Source: an optimization exercise on an open RTL-to-GDS flow (aim: small area). Production flows keep margins and buffers that such runs may drop. The RTL was checked by simulation tests, not by an equivalence proof against the original design. No activity file was given, so power comes from the tool's default toggle rates.

==> module packet_filter_fifo, before the edit <==
module packet_filter_fifo #(
  parameter int WIDTH_DATA_BYTES  = 8,
  parameter int WIDTH_HDR_A_BYTES = 6,
  parameter int WIDTH_HDR_B_BYTES = 4,
  parameter int FIFO_DEPTH        = 16,
  parameter int MAX_PKT_BEATS     = 8
) (
  input  logic                               clk_host,
  input  logic                               rst_n,
  input  logic                               in_valid,
  input  logic                               in_sop,
  input  logic                               in_eop,
  input  logic [WIDTH_DATA_BYTES-1:0]        in_byteen,
  input  logic [WIDTH_DATA_BYTES*8-1:0]      in_data,
  input  logic [WIDTH_HDR_A_BYTES*8-1:0]     in_headerA,
  input  logic [WIDTH_HDR_B_BYTES*8-1:0]     in_headerB,
  output logic                               out_valid,
  input  logic                               out_ready,
  output logic                               out_sop,
  output logic                               out_eop,
  output logic [WIDTH_DATA_BYTES-1:0]        out_byteen,
  output logic [WIDTH_DATA_BYTES*8-1:0]      out_data,
  output logic [WIDTH_HDR_B_BYTES*8-1:0]     out_headerB,
  input  logic                               cfg_match_en,
  input  logic [WIDTH_HDR_A_BYTES*8-1:0]     cfg_match_addr,
  output logic [$clog2(FIFO_DEPTH):0]        fifo_level,
  output logic [15:0]                        cnt_accepted,
  output logic [15:0]                        cnt_drop_filter,
  output logic [15:0]                        cnt_drop_full,
  output logic [15:0]                        cnt_truncated
);
  localparam int AW = $clog2(FIFO_DEPTH);
  localparam int LW = AW + 1;
  localparam int CW = $clog2(MAX_PKT_BEATS);
  localparam int DW = WIDTH_DATA_BYTES * 9 + WIDTH_HDR_B_BYTES * 8;   
  logic            acc, pend, head_sop;
  logic [CW-1:0]   beat_cnt;
  logic [LW-1:0]   level;
  logic [AW-1:0]   rd_idx;
  logic [DW-1:0]   mem [0:FIFO_DEPTH-1];
  logic [FIFO_DEPTH-1:0] mem_eop;
  logic [DW-1:0]   head;
  logic sop_in, filt_rej, space_rej, admit, beat_in;
  logic take, take_eop, trunc_max, flush_early, pop;
  assign fifo_level = level;
  assign out_valid  = (level[LW-1:1] != '0) || (level[0] && !(acc || pend));
  assign rd_idx     = level[AW-1:0] - 1'b1;
  always_comb begin
    sop_in      = in_valid && in_sop;
    beat_in     = acc && in_valid && !in_sop;
    filt_rej    = cfg_match_en && (in_headerA != cfg_match_addr) && (in_headerA != '1);
    space_rej   = level > LW'(FIFO_DEPTH - MAX_PKT_BEATS);
    admit       = sop_in && !filt_rej && !space_rej;
    trunc_max   = beat_in && !in_eop && (beat_cnt == CW'(MAX_PKT_BEATS - 1));
    take        = admit || beat_in;
    take_eop    = in_eop || trunc_max;
    flush_early = acc && sop_in;
    pop         = out_valid && out_ready;
  end
  function automatic logic [15:0] sat_inc(input logic [15:0] v, input logic en);
    sat_inc = (en && v != 16'hFFFF) ? v + 16'd1 : v;
  endfunction
  always_ff @(posedge clk_host or negedge rst_n) begin
    if (!rst_n) begin
      acc             <= 1'b0;
      pend            <= 1'b0;
      head_sop        <= 1'b1;
      beat_cnt        <= '0;
      level           <= '0;
      cnt_accepted    <= '0;
      cnt_drop_filter <= '0;
      cnt_drop_full   <= '0;
      cnt_truncated   <= '0;
    end else begin
      if (take) begin
        acc  <= !take_eop;
        pend <= take_eop;
      end else begin
        if (in_valid) acc <= 1'b0;
        pend <= 1'b0;
      end
      if (admit)     beat_cnt <= CW'(1);
      else if (take) beat_cnt <= beat_cnt + 1'b1;
      level <= level + LW'(take) - LW'(pop);
      if (pop) head_sop <= out_eop;
      cnt_accepted    <= sat_inc(cnt_accepted, admit);
      cnt_drop_filter <= sat_inc(cnt_drop_filter, sop_in && filt_rej);
      cnt_drop_full   <= sat_inc(cnt_drop_full, sop_in && !filt_rej && space_rej);
      cnt_truncated   <= sat_inc(cnt_truncated, trunc_max || flush_early);
    end
  end
  always_ff @(posedge clk_host) begin
    if (take) begin
      mem[0]     <= {in_byteen, in_data, in_headerB};
      mem_eop    <= {mem_eop[FIFO_DEPTH-2:1], mem_eop[0] || flush_early, take_eop};
      for (int i = 1; i < FIFO_DEPTH; i++) mem[i] <= mem[i-1];
    end else if (flush_early) begin
      mem_eop[0] <= 1'b1;
    end
  end
  assign head        = mem[rd_idx];
  assign out_sop     = head_sop;
  assign out_eop     = mem_eop[rd_idx];
  assign out_byteen  = head[DW-1 -: WIDTH_DATA_BYTES];
  assign out_data    = head[WIDTH_HDR_B_BYTES*8 +: WIDTH_DATA_BYTES*8];
  assign out_headerB = head[WIDTH_HDR_B_BYTES*8-1:0];
endmodule
==> flow/config.mk <==
export PLATFORM = sky130hd
export DESIGN_NAME = packet_filter_fifo
export DESIGN_NICKNAME = packet_filter_fifo
export VERILOG_FILES = /design/flow/design.v
export SDC_FILE = /design/flow/constraint.sdc
export NUM_CORES = 4
export LEC_CHECK = 0
export CAP_MARGIN = 10
export CORE_MARGIN = 2
export CORE_UTILIZATION = 55
export SLEW_MARGIN = 10
==> flow/constraint.sdc <==
create_clock -name core_clock -period 6.0 [get_ports {clk_host}]
set_input_delay 1.2000 -clock core_clock [delete_from_list [all_inputs] [get_ports {clk_host}]]
set_output_delay 1.2000 -clock core_clock [all_outputs]
set_load 0.01 [all_outputs]
standard.sh (not shown) runs the stock make flow with config.mk's settings and CLKGATE_MAP_FILE= SYNTH_SCRIPT=/design/flow/synth_recipe.tcl, a recipe that flattens the netlist after the stock synthesis.
==> flow/flow/run.sh <==
#!/bin/bash
set -euo pipefail
bash standard.sh \
  BUFFER_PORTS_ARGS="-buffer_cell sky130_fd_sc_hd__buf_1" \
  CTS_ARGS="-sink_clustering_enable -repair_clock_nets -dont_use_dummy_load -buf_list sky130_fd_sc_hd__clkbuf_8 -sink_clustering_size 20 -sink_clustering_max_diameter 50" \
  finish > make_finish.log 2>&1
Change:
--- a/flow/design.v
+++ b/flow/design.v
@@ -35,17 +35,15 @@
   localparam int DW = WIDTH_DATA_BYTES * 9 + WIDTH_HDR_B_BYTES * 8;   
   logic            acc, pend, head_sop;
   logic [CW-1:0]   beat_cnt;
   logic [LW-1:0]   level;
-  logic [AW-1:0]   rd_idx;
   logic [DW-1:0]   mem [0:FIFO_DEPTH-1];
   logic [FIFO_DEPTH-1:0] mem_eop;
   logic [DW-1:0]   head;
   logic sop_in, filt_rej, space_rej, admit, beat_in;
   logic take, take_eop, trunc_max, flush_early, pop;
   assign fifo_level = level;
   assign out_valid  = (level[LW-1:1] != '0) || (level[0] && !(acc || pend));
-  assign rd_idx     = level[AW-1:0] - 1'b1;
   always_comb begin
     sop_in      = in_valid && in_sop;
     beat_in     = acc && in_valid && !in_sop;
     filt_rej    = cfg_match_en && (in_headerA != cfg_match_addr) && (in_headerA != '1);
@@ -97,11 +95,18 @@
     end else if (flush_early) begin
       mem_eop[0] <= 1'b1;
     end
   end
-  assign head        = mem[rd_idx];
+  always_comb begin
+    head    = '0;
+    out_eop = 1'b0;
+    for (int i = 0; i < FIFO_DEPTH; i++)
+      if (level == LW'(i + 1)) begin
+        head    = head | mem[i];
+        out_eop = out_eop | mem_eop[i];
+      end
+  end
   assign out_sop     = head_sop;
-  assign out_eop     = mem_eop[rd_idx];
   assign out_byteen  = head[DW-1 -: WIDTH_DATA_BYTES];
   assign out_data    = head[WIDTH_HDR_B_BYTES*8 +: WIDTH_DATA_BYTES*8];
   assign out_headerB = head[WIDTH_HDR_B_BYTES*8-1:0];
 endmodule
After rerunning: Sequential cell count is unchanged. Final cell count decreases by 5.9%. Clock power decreases by about 2%. Maximum frequency increases by about 14%. Cell area decreases by 2.4%. Via count decreases by about 4.3%. Power decreases by about 19%.

## separate check: timing with driven ports
In the flow no input, the clock included, has a driving cell. The finished layouts below were timed again as built, in two steps.
Step 1, drivers: a clkbuf_16 drives clk_host and a buf_2 each remaining input, both assumed.
Step 2 times the ports against the registers' clock, not the clock port: input delays grow and output delays shrink by t, the midpoint of the rising clock arrivals with the driver on.
a / b / c = ideal ports / drivers / drivers and shift; a / b = the first two.
| run | t (ns) | slack for setup (ns) | worst hold slack (ns) | slew at the worst register clock pin (ns) |
|---|---|---|---|---|
| the first run | 0.906 | 0.197 / 0.125 / 1.031 | 0.402 / 0.402 / 0.402 | 0.12 / 0.12 |
| the second run | 0.896 | 0.891 / 0.820 / 1.215 | 0.385 / 0.385 / 0.385 | 0.12 / 0.12 |
After both steps every run listed still meets setup and hold.
